What follows belongs to an exercise in optimizing a design on an open flow for small area, a short achievable clock period and few clock cycles per item; a production flow would make more cautious choices. Function was checked by simulation only, so behaviour that the tests miss may differ from the original.

==> flow/design.v <==
package qr_pkg;
	localparam int R_LEN = 12;
	typedef logic signed [R_LEN-1:0] sample_t;
	function automatic sample_t add_sub(input sample_t x, input sample_t v, input logic d);
		logic [R_LEN:0] s;
		s = {x, 1'b1} + {(d ? v : ~v), ~d};
		add_sub = s[R_LEN:1];
	endfunction
	function automatic sample_t scale_k(input sample_t v);
		logic signed [21:0] w;
		logic signed [21:0] p;
		w = {{10{v[R_LEN-1]}}, v};
		p = (w <<< 8) + (w <<< 6) - (w <<< 3) - w;
		scale_k = p[20:9];
	endfunction
endpackage
module qr_cordic_top
#(
	parameter int ROWS     = 8,
	parameter int ITER_NUM = 12
)
(
	input  logic         clk,
	input  logic         rst,
	input  logic         en,
	input  logic [11:0]  rd_a_data,
	output logic         rd_a,
	output logic [3:0]   rd_a_addr,
	output logic         wr_r,
	output logic [3:0]   wr_r_addr,
	output logic [11:0]  wr_r_data,
	output logic         valid
);
	typedef logic signed [11:0] smp_t;
	logic        busy;
	logic [3:0]  slot;
	logic [12:0] ph;      
	logic [12:0] ph_d;    
	logic       wr_r11;
	logic       wr_r12;
	logic       wr_r22;
	always_ff @(posedge clk or posedge rst) begin
		if (rst) begin
			busy   <= 1'b0;
			valid  <= 1'b0;
			wr_r11 <= 1'b0;
			wr_r12 <= 1'b0;
			wr_r22 <= 1'b0;
		end else begin
			if (en) begin
				busy  <= 1'b1;
				valid <= 1'b0;
			end else if (wr_r22) begin
				busy  <= 1'b0;
				valid <= 1'b1;
			end
			wr_r11 <= busy && (slot == 4'd8) && ph[12];
			wr_r12 <= wr_r11;
			wr_r22 <= busy && (slot == 4'd10) && ph[0];
		end
	end
	always_ff @(posedge clk) begin
		ph_d <= ph;
		if (en) begin
			slot <= '0;
			ph   <= 13'd1 << 11;
		end else begin
			ph <= {ph[11:0], ph[12]};
			if (ph[12]) begin
				slot <= slot + 4'd1;
			end
		end
	end
	assign rd_a      = busy && (slot <= 4'd7) && (ph[11] || ph[12]);
	assign rd_a_addr = {slot[2:0], ph[12]};
	assign wr_r      = wr_r11 | wr_r12 | wr_r22;
	assign wr_r_addr = {2'b00, wr_r22, ~wr_r11};
	smp_t x1, y1, x2, y2, x3, y3;
	logic d1;
	logic d1_q;
	logic d3;
	logic last1;
	logic last2;
	assign last1 = ph[12];
	assign last2 = ph_d[12];
	function automatic smp_t shr(input smp_t v, input logic [12:0] p);
		smp_t t;
		shr = '0;
		for (int i = 0; i < 12; i++) begin
			t   = v >>> i;
			shr = shr | ({12{p[i]}} & t);
		end
	endfunction
	assign d1    = ~y1[11];
	assign d3    = ~y3[11];
	always_ff @(posedge clk) begin
		d1_q <= d1;
	end
	smp_t k13;
	assign k13 = qr_pkg::scale_k(last1 ? x1 : x3);
	always_ff @(posedge clk) begin
		if (last1) begin
			x1 <= (slot == 4'd0) ? '0 : k13;
			y1 <= rd_a_data;
		end else begin
			x1 <= qr_pkg::add_sub(x1, shr(y1, ph), d1);
			y1 <= qr_pkg::add_sub(y1, shr(x1, ph), ~d1);
		end
	end
	always_ff @(posedge clk) begin
		if (last2) begin
			x2 <= (slot == 4'd1) ? '0 : qr_pkg::scale_k(x2);
			y2 <= rd_a_data;
			x3 <= (slot == 4'd2) ? '0 : k13;
			y3 <= qr_pkg::scale_k(y2);
		end else begin
			x2 <= qr_pkg::add_sub(x2, shr(y2, ph_d), d1_q);
			y2 <= qr_pkg::add_sub(y2, shr(x2, ph_d), ~d1_q);
			x3 <= qr_pkg::add_sub(x3, shr(y3, ph_d), d3);
			y3 <= qr_pkg::add_sub(y3, shr(x3, ph_d), ~d3);
		end
	end
	assign wr_r_data = ({12{wr_r11}} & x1) | ({12{wr_r12}} & x2) | ({12{wr_r22}} & x3);
endmodule
clock: 6.5 ns
lec_check: 0
cap_margin: 20
core_margin: 2
core_utilization: 40
setup_slack_margin: 2.5
slew_margin: 20
run.sh (not shown) runs the stock make flow with config.mk's settings and CLKGATE_MAP_FILE= SYNTH_SCRIPT=/design/flow/synth_recipe.tcl, a recipe that flattens the netlist after the stock synthesis.
The starting point ran to the end with no violations.
Testbench counts at the start, summed over its fixed seeds: cycles 15,632, items 128.
Rerun with:
--- a/flow/design.v
+++ b/flow/design.v
@@ -33,8 +33,9 @@
 );
 	typedef logic signed [11:0] smp_t;
-	logic        busy;
-	logic [3:0]  slot;
-	logic [12:0] ph;      
-	logic [12:0] ph_d;    
+	localparam logic [3:0] PH_K = 4'd12;
+	logic       busy;
+	logic [3:0] slot;
+	logic [3:0] ph;       
+	logic [3:0] ph_d;     
 	logic       wr_r11;
 	logic       wr_r12;
@@ -55,23 +56,25 @@
 				valid <= 1'b1;
 			end
-			wr_r11 <= busy && (slot == 4'd8) && ph[12];
+			wr_r11 <= busy && (slot == 4'd8) && (ph == PH_K);
 			wr_r12 <= wr_r11;
-			wr_r22 <= busy && (slot == 4'd10) && ph[0];
+			wr_r22 <= busy && (slot == 4'd10) && (ph == 4'd0);
 		end
 	end
 	always_ff @(posedge clk) begin
-		ph_d <= ph;
+		ph_d  <= ph;
+		last1 <= (ph == 4'd11);
+		last2 <= last1;
 		if (en) begin
 			slot <= '0;
-			ph   <= 13'd1 << 11;
+			ph   <= 4'd11;
+		end else if (ph == PH_K) begin
+			ph   <= (slot == 4'd0) ? 4'd1 : 4'd0;
+			slot <= slot + 4'd1;
 		end else begin
-			ph <= {ph[11:0], ph[12]};
-			if (ph[12]) begin
-				slot <= slot + 4'd1;
-			end
+			ph <= ph + 4'd1;
 		end
 	end
-	assign rd_a      = busy && (slot <= 4'd7) && (ph[11] || ph[12]);
-	assign rd_a_addr = {slot[2:0], ph[12]};
+	assign rd_a      = busy && (slot <= 4'd7) && (ph == 4'd11 || ph == PH_K);
+	assign rd_a_addr = {slot[2:0], ph[2]};
 	assign wr_r      = wr_r11 | wr_r12 | wr_r22;
 	assign wr_r_addr = {2'b00, wr_r22, ~wr_r11};
@@ -82,14 +85,4 @@
 	logic last1;
 	logic last2;
-	assign last1 = ph[12];
-	assign last2 = ph_d[12];
-	function automatic smp_t shr(input smp_t v, input logic [12:0] p);
-		smp_t t;
-		shr = '0;
-		for (int i = 0; i < 12; i++) begin
-			t   = v >>> i;
-			shr = shr | ({12{p[i]}} & t);
-		end
-	endfunction
 	assign d1    = ~y1[11];
 	assign d3    = ~y3[11];
@@ -101,22 +94,22 @@
 	always_ff @(posedge clk) begin
 		if (last1) begin
-			x1 <= (slot == 4'd0) ? '0 : k13;
+			x1 <= (slot == 4'd0) ? (rd_a_data[11] ? -rd_a_data : rd_a_data) : k13;
 			y1 <= rd_a_data;
 		end else begin
-			x1 <= qr_pkg::add_sub(x1, shr(y1, ph), d1);
-			y1 <= qr_pkg::add_sub(y1, shr(x1, ph), ~d1);
+			x1 <= qr_pkg::add_sub(x1, y1 >>> ph, d1);
+			y1 <= qr_pkg::add_sub(y1, x1 >>> ph, ~d1);
 		end
 	end
 	always_ff @(posedge clk) begin
 		if (last2) begin
-			x2 <= (slot == 4'd1) ? '0 : qr_pkg::scale_k(x2);
+			x2 <= (slot == 4'd1) ? (d1 ? rd_a_data : -rd_a_data) : qr_pkg::scale_k(x2);
 			y2 <= rd_a_data;
 			x3 <= (slot == 4'd2) ? '0 : k13;
 			y3 <= qr_pkg::scale_k(y2);
 		end else begin
-			x2 <= qr_pkg::add_sub(x2, shr(y2, ph_d), d1_q);
-			y2 <= qr_pkg::add_sub(y2, shr(x2, ph_d), ~d1_q);
-			x3 <= qr_pkg::add_sub(x3, shr(y3, ph_d), d3);
-			y3 <= qr_pkg::add_sub(y3, shr(x3, ph_d), ~d3);
+			x2 <= qr_pkg::add_sub(x2, y2 >>> ph_d, d1_q);
+			y2 <= qr_pkg::add_sub(y2, x2 >>> ph_d, ~d1_q);
+			x3 <= qr_pkg::add_sub(x3, y3 >>> ph_d, d3);
+			y3 <= qr_pkg::add_sub(y3, x3 >>> ph_d, ~d3);
 		end
 	end
The new run produced a clean layout.
Non-clock buffer count increases by 13.
Cell count increases by a little under a tenth.
Worst setup slack degrades by 0.0068 ns.
Global-route usage increases by 0.32 points.
Cell area increases by a few percent.
Testbench counts after the change, summed over its fixed seeds: cycles 15,504, items 128.

## re-timing with driven ports
Ports are ideal in the flow. The routed layouts listed here were re-timed in OpenROAD. Step 1 sets driving cells, clkbuf_16 on the clock port and buf_2 on the other inputs (assumed; they add their load-dependent delay and slew). Step 2 times the ports against the registers' clock, not the clock port: input delays grow and output delays shrink by t, the midpoint of the rising clock arrivals with the driver on. Slacks: ideal ports / drivers / drivers and shift; pairs: ideal ports / drivers.
run | shift t [ns] | setup WS [ns] | worst slew at a driven data input, ns
the first run | 0.416 | 2.613 / 2.613 / 2.613 | 0.03
the second run | 0.409 | 2.606 / 2.606 / 2.312 | 0.03
After both steps setup and hold are still met in every run listed. The setup slack of the second run, which loses most, moves by 0.000 ns with the drivers and by -0.294 ns with both steps.
